This is an optimization exercise on Yosys and OpenROAD, whose aim is small area, a short achievable clock period and few clock cycles per item, not a production implementation. Where RTL was checked, it was by simulation tests only, not by an equivalence proof against the original. Power figures rest on the tool's default switching activity, not on a simulated workload.

Setup of run A:
## pointer_motion_scaler_unit
module pointer_motion_scaler_unit (
  input  logic               clk,
  input  logic               rst,
  input  logic               ev_valid,
  output logic               ev_ready,
  input  logic               ev_func,
  input  logic [2:0]         ev_event_kind,
  input  logic signed [15:0] ev_motion_value,
  input  logic               ev_sync_flag,
  input  logic [2:0]         ev_action,
  output logic               res_valid,
  input  logic               res_ready,
  output logic signed [15:0] res_scaled_value,
  output logic               res_keep_event
);
==> flow/config.mk <==
export PLATFORM = sky130hd
export DESIGN_NAME = pointer_motion_scaler_unit
export DESIGN_NICKNAME = pointer_motion_scaler_unit
export VERILOG_FILES = /design/flow/design.v
export SDC_FILE = /design/flow/constraint.sdc
export NUM_CORES = 4
export LEC_CHECK = 0
export ABC_AREA = 1
export CAP_MARGIN = 20
export CORE_MARGIN = 2
export CORE_UTILIZATION = 40
export SETUP_SLACK_MARGIN = 5
export SLEW_MARGIN = 20
==> flow/constraint.sdc <==
create_clock -name core_clock -period 10.0 [get_ports {clk}]
set_input_delay 2.0000 -clock core_clock [delete_from_list [all_inputs] [get_ports {clk}]]
set_output_delay 2.0000 -clock core_clock [all_outputs]
set_load 0.01 [all_outputs]
run.sh (not shown) runs the stock make flow with config.mk's settings and CLKGATE_MAP_FILE= SYNTH_SCRIPT=/design/flow/synth_recipe.tcl, a recipe that flattens the netlist after the stock synthesis.
Both conditions hold for run A: the flow ran to the end and the final layout passed the timing, DRC and antenna checks.
Modified inputs, run B compared to run A
-- flow/design.v --
<<< run A, line 722
  logic [14:0] sc;
  logic signed [15:0] yc;
  always_comb begin
    sc = sb + (sb << 8);
    yc = m_d1 ? ys : {sc[14], sc};
  end
  always_ff @(posedge clk) begin
>>> run B, line 722
  logic [14:0] sc;
  logic signed [15:0] yc;
  logic        yz;
  always_comb begin
    sc = sb + (sb << 8);
    yc = m_d1 ? ys : {sc[14], sc};
    yz = (sa[14:0] == 15'd0) && (!m_d1 || sa[17:15] == 3'd0);
  end
  always_ff @(posedge clk) begin
<<< run A, line 731
    if (o_free) begin
      o_value <= yc;
      o_keep  <= m_kf || (yc != 16'sd0);
    end
  end
>>> run B, line 733
    if (o_free) begin
      o_value <= yc;
      o_keep  <= m_kf || !yz;
    end
  end
==> comparison <==
From run A to run B the numbers moved as follows: post-synthesis sequential area ratio picked up an extra 0.23 points; non-clock buffer count lost 28%; normalized max-slew margin picked up an extra 10 points; depth of the most critical reg-to-reg path lost 26%; switching share of total power picked up an extra 2.2 points. A endpoint of the worst setup timing path of o_keep is what run A shows, while ev_ready belongs to run B. Part of the total power dissipated in combinational logic, run B and run A: higher on run A.
Testbench counts of run B, summed over its fixed seeds: cycles 8,012, items 8,000.
Only the layout flow was run in run A; the RTL was not checked for function there.

--- another note on this design; it stands on its own ---

Design pointer_motion_scaler_unit, start of the top module:
module pointer_motion_scaler_unit (
  input  logic               clk,
  input  logic               rst,
  input  logic               ev_valid,
  output logic               ev_ready,
  input  logic               ev_func,
  input  logic [2:0]         ev_event_kind,
  input  logic signed [15:0] ev_motion_value,
  input  logic               ev_sync_flag,
  input  logic [2:0]         ev_action,
  output logic               res_valid,
  input  logic               res_ready,
  output logic signed [15:0] res_scaled_value,
  output logic               res_keep_event
);
For scale: roughly 1600 cells after synthesis, roughly 120 flip-flops, roughly 47 I/O pins, ~12000 µm² of cells after synthesis.
==> flow/config.mk <==
export PLATFORM = sky130hd
export DESIGN_NAME = pointer_motion_scaler_unit
export DESIGN_NICKNAME = pointer_motion_scaler_unit
export VERILOG_FILES = /design/flow/design.v
export SDC_FILE = /design/flow/constraint.sdc
export NUM_CORES = 4
export LEC_CHECK = 0
export ABC_AREA = 1
export CAP_MARGIN = 20
export CORE_MARGIN = 2
export CORE_UTILIZATION = 40
export CTS_BUF_LIST = sky130_fd_sc_hd__clkbuf_8
export SETUP_SLACK_MARGIN = 5
export SLEW_MARGIN = 20
export TNS_END_PERCENT = 10
==> flow/constraint.sdc <==
create_clock -name core_clock -period 10.0 [get_ports {clk}]
set_input_delay 2.0000 -clock core_clock [delete_from_list [all_inputs] [get_ports {clk}]]
set_output_delay 2.0000 -clock core_clock [all_outputs]
set_load 0.01 [all_outputs]
run.sh (not shown) runs the stock make flow with config.mk's settings and CLKGATE_MAP_FILE= SYNTH_SCRIPT=/design/flow/synth_recipe.tcl, a recipe that flattens the netlist after the stock synthesis.
The starting point ran to the end with no violations.
Testbench counts at the start, summed over its fixed seeds: cycles 8,012, items 8,000.
Change:
- CTS_CLUSTER_SIZE: not set -> 50
- TNS_END_PERCENT: 10 -> not set
What happened: Worst setup slack improved by 0.045 ns; cell area goes up by 0.48%; register-to-register slack improved by 0.11 ns; utilization goes up by 0.22 points; count of clock-buffer cells in the layout stays the same; total power goes up by 0.36%; routed wire length stays flat; first-iteration DRC count goes up by 4.3%; die area does not change; cell count goes up by 0.34%; fmax goes up by 0.92%.
Change:
- CTS_CLUSTER_SIZE: 50 -> 30
Via count stays the same.
Non-clock buffer count is unchanged.
Routed wire length does not change.
Critical path depth stays the same.
Power stays the same.
Worst setup slack does not change.
Combinational power barely changes.
Global-route usage stays the same.
Die area stays the same.
Worst hold slack is unchanged.

-- re-timing with driven ports --
The flow's constraints put no driver on any port. The routed layouts listed below were extracted and timed again, unchanged, in two steps.
Step 1 (the two cells are an assumption about what drives the block):
set clk [get_ports {clk}]
set_driving_cell -lib_cell sky130_fd_sc_hd__clkbuf_16 $clk
set_driving_cell -lib_cell sky130_fd_sc_hd__buf_2 [delete_from_list [all_inputs] $clk]
Step 2 moves the port delays by t, midway between the first and last clock arrival at a register: inputs arrive t later, outputs are due t later. That takes back most of the time a late clock gives input paths.
a / b / c = ideal / step 1 / step 2; a / b = the first two.
| run | shift t [ns] | setup WS [ns] | worst setup path at the end | worst register clock-pin slew, ns | pins driven straight from the clock port |
|---|---|---|---|---|---|
| run A | 0.476 | 4.770 / 4.770 / 4.668 | input to register | 0.06 / 0.06 | 1 |
| run B | 0.468 | 5.104 / 5.081 / 4.750 | input to register | 0.07 / 0.07 | 1 |
| the first run of note 2 | 0.475 | 5.065 / 5.045 / 4.615 | input to register | 0.08 / 0.08 | 1 |
| the second run of note 2 | 0.474 | 5.110 / 5.091 / 4.660 | input to register | 0.09 / 0.09 | 1 |
| the third run of note 2 | 0.474 | 5.110 / 5.091 / 4.660 | input to register | 0.09 / 0.09 | 1 |
After both steps every run listed still meets setup and hold.
